This design comes from an exercise in tuning for small area, a short achievable clock period and few clock cycles per item on the open sky130 flow, not from production work.
In this exercise RTL edits were held to simulation tests only and were not proved equivalent to the original.
No activity file was given, so power comes from the tool's default toggle rates.

## run 1
// sliding_window_extremum_detector
module sliding_window_extremum_detector
(
  input  logic                           clk,
  input  logic                           rst,
  input  logic                           in_valid,
  output logic                           in_ready,
  input  logic                           kind,
  input  logic signed [swx_pkg::PRICE_BITS-1:0]   price,
  input  logic signed [swx_pkg::STAMP_BITS-1:0]   stamp,
  output logic                           out_valid,
  input  logic                           out_ready,
  output logic [swx_pkg::VERDICT_BITS-1:0]        verdict,
  output logic signed [swx_pkg::PRICE_BITS-1:0]   price_out,
  output logic signed [swx_pkg::STAMP_BITS-1:0]   stamp_out,
  input  logic                           cfg_we,
  input  logic [swx_pkg::HALF_BITS-1:0]           cfg_data
);
For scale: ~4,200 cells after synthesis, roughly 1,300 flip-flops, roughly 0.060 mm2 of cells after synthesis.
clock: 5.0 ns
lec_check: 0
cap_margin: 20
core_margin: 2
core_utilization: 55
setup_slack_margin: 2.6
slew_margin: 20
standard.sh (not shown) runs the stock make flow with config.mk's settings and CLKGATE_MAP_FILE= SYNTH_SCRIPT=/design/flow/synth_recipe.tcl, a recipe that flattens the netlist after the stock synthesis.
==> flow/flow/run.sh <==
#!/bin/bash
set -o pipefail
export CTS_ARGS="-sink_clustering_enable -repair_clock_nets -dont_use_dummy_load -root_buf sky130_fd_sc_hd__clkbuf_16 -sink_clustering_buffer sky130_fd_sc_hd__clkbuf_8 -buf_list {sky130_fd_sc_hd__clkbuf_8 sky130_fd_sc_hd__clkbuf_16}"
bash standard.sh finish > standard.log 2>&1
Testbench counts of run 1, summed over its fixed seeds: cycles 9,680, items 9,600.
For run 2, these inputs were changed with respect to run 1:
Settings: PLACE_DENSITY newly set to 0.7.
==> flow/flow/run.sh <==
#!/bin/bash
set -o pipefail
export CTS_ARGS="-sink_clustering_enable -repair_clock_nets -dont_use_dummy_load"
bash standard.sh finish > standard.log 2>&1
Findings:
- The via count of run 2 and that of run 1 are within noise of each other.
- Compared with run 1, run 2 shows a final hold slack that is 0.0043 ns lower.
- As of run 2, total power had risen by a few percent compared to run 1.
- Going from run 1 to run 2, share of total power in sequential cells now sits lower, global router's overall resource usage now sits higher.
Edits applied to the flow inputs when going from run 2 to run 3:
Settings: PLACE_DENSITY: 0.7 -> unset; CORE_UTILIZATION: 55 -> 50; SETUP_SLACK_MARGIN: 2.6 -> 2.5.
==> flow/flow/run.sh <==
#!/bin/bash
set -o pipefail
export CTS_ARGS="-sink_clustering_enable -repair_clock_nets -dont_use_dummy_load -root_buf sky130_fd_sc_hd__clkbuf_16 -sink_clustering_buffer sky130_fd_sc_hd__clkbuf_8 -buf_list {sky130_fd_sc_hd__clkbuf_8 sky130_fd_sc_hd__clkbuf_16}"
bash standard.sh finish > standard.log 2>&1
- Compared with run 2, in run 3 clock skew decreased 0.0087 ns; setup slack lost 0.059 ns; remaining max-slew budget at the tightest pin rose 2.7 points; clock power has decreased.
- As far as combinational cell fraction of total power is concerned, run 2 and run 3 perform about the same.
- Delta (run 3 minus run 2): worst setup timing slack at the placement stage shows a reduction of 0.056 ns, clock distribution area overhead in the final layout went down by 0.44 points, highest clock rate saw a decrease, count of nets left with antenna violations after detail routing comparable.
- Run 3 ends up with a width of the die that is about 5% higher than in run 2.
For run 4, these inputs were changed with respect to run 3:
Settings: setting ABC_CLOCK_PERIOD_IN_PS to 2400 for the first time; changing CORE_UTILIZATION from 50 to 55; changing SETUP_SLACK_MARGIN from 2.5 to 2.6.
==> flow/run.sh (new file) <==
#!/bin/bash
# synth_recipe.tcl (not shown) runs the flow's synth.tcl, then flattens the netlist and writes it again
# the make line also repeats each setting of config.mk as NAME=value (left out here)
make -C /OpenROAD-flow-scripts/flow DESIGN_CONFIG=/design/flow/config.mk WORK_HOME=/design/flow/orfs CLKGATE_MAP_FILE= SYNTH_SCRIPT=/design/flow/synth_recipe.tcl finish
removed: flow/flow/run.sh
removed: flow/standard.sh
--- outcome ---
Against run 3, run 4 reports a smallest setup slack after layout that is higher.
NOTE: leakage dissipation in run 4 exceeds that of run 3
Combined flip-flop and latch cell area of run 4 is on par with run 3.
Cmp run 4 and run 3 / post-route clock period utilization / lower: run 4
Summary of run 4 over run 3: non-clock buffer count moved up, switching portion of total power shrank by 0.80 points, final RePlAce weighted congestion went down.
Between run 3 and run 4, the via count does not differ in any meaningful way.
Taking run 3 as the reference, in run 4 first-pass GRT wire length saw a decrease; total power density per cell area higher; register fraction of the total cell area moved down.

sliding_window_extremum_detector, a different RTL version from the one above (not shown whole).
Size: about 4,200 cells after synthesis, about 1,300 flip-flops, about 210 I/O pins.
make LEC_CHECK=0 CAP_MARGIN=20 CORE_MARGIN=2 CORE_UTILIZATION=55 CTS_CLUSTER_DIAMETER=80 CTS_CLUSTER_SIZE=24 SETUP_SLACK_MARGIN=2.6 SLEW_MARGIN=20 TNS_END_PERCENT=5 finish   # period 5.0 ns
run.sh (not shown) runs the stock make flow with config.mk's settings and CLKGATE_MAP_FILE= SYNTH_SCRIPT=/design/flow/synth_recipe.tcl, a recipe that flattens the netlist after the stock synthesis.
Stock flow here: none of the scripts above is used.
Testbench counts at the start, summed over its fixed seeds: cycles 9,680, items 9,600.
Then changed:
Settings changed: CORE_UTILIZATION 55 to 70, CTS_CLUSTER_DIAMETER 80 to not set, CTS_CLUSTER_SIZE 24 to not set, TNS_END_PERCENT 5 to not set.
Outcome:
- setup slack degrades by 12 ps
- total power rises by about 20%
- global-route usage rises by 9.0 points
- maximum frequency falls by 0.48%
- synthesized area is unchanged
- die area falls by 21%
- design area rises by 3.4%
- utilization rises by 20 points
- worst hold slack is about the same
- wire length rises by about 14%
- clock skew rises by 6.5 ps
Then changed:
Settings changed: CORE_UTILIZATION 70 to 55, SETUP_SLACK_MARGIN 2.6 to 2.7.
Outcome:
- The new run completed without violations
- setup slack is better by 150 ps
- non-clock buffer count goes up by 69
- count of clock-buffer cells in the layout goes up by 17
- via count goes down by a few percent
- fmax goes up by a few percent
- first-iteration DRC count goes down by a quarter to a third
- hold slack stays flat
- combinational power goes up by a few percent
- routed wire length goes down by a few percent
- die area goes up by a quarter to a third
- global-route usage goes down by 7.8 points

static timing again, ports no longer ideal:
The results above use ideal ports. As a check the final layouts listed here were re-extracted and re-timed, cells and wires unchanged.
Step 1 sets driving cells, clkbuf_16 on the clock port and buf_2 on the other inputs (assumed; they add their load-dependent delay and slew).
Step 2 moves the port delays by t, midway between the first and last clock arrival at a register: inputs arrive t later, outputs are due t later. That takes back most of the time a late clock gives input paths.
Slacks: ideal ports / drivers / drivers and shift; pairs: ideal ports / drivers.
run | shift t [ns] | slack for setup (ns) | clock arrival spread, ns | worst register clock-pin slew, ns | worst data-port slew with drivers (ns)
run 1 | 0.782 | 2.566 / 2.517 / 1.870 | 0.044 / 0.045 | 0.06 / 0.06 | 0.07
run 2 | 0.798 | 2.539 / 2.477 / 1.834 | 0.057 / 0.057 | 0.06 / 0.06 | 0.11
run 3 | 0.822 | 2.480 / 2.450 / 1.748 | 0.060 / 0.060 | 0.06 / 0.06 | 0.12
run 4 | 0.800 | 2.548 / 2.499 / 1.828 | 0.018 / 0.018 | 0.06 / 0.06 | 0.07
the first run of note 2 | 0.728 | 2.410 / 2.375 / 1.739 | 0.030 / 0.030 | 0.11 / 0.11 | 0.05
the second run of note 2 | 0.802 | 2.397 / 2.412 / 1.610 | 0.033 / 0.033 | 0.07 / 0.07 | 0.06
the third run of note 2 | 0.822 | 2.552 / 2.515 / 1.764 | 0.022 / 0.021 | 0.06 / 0.06 | 0.09
After both steps setup and hold are still met in every run listed. For the third run of note 2, which loses most, drivers alone change the setup slack by -0.037 ns; drivers and shift together by -0.788 ns.
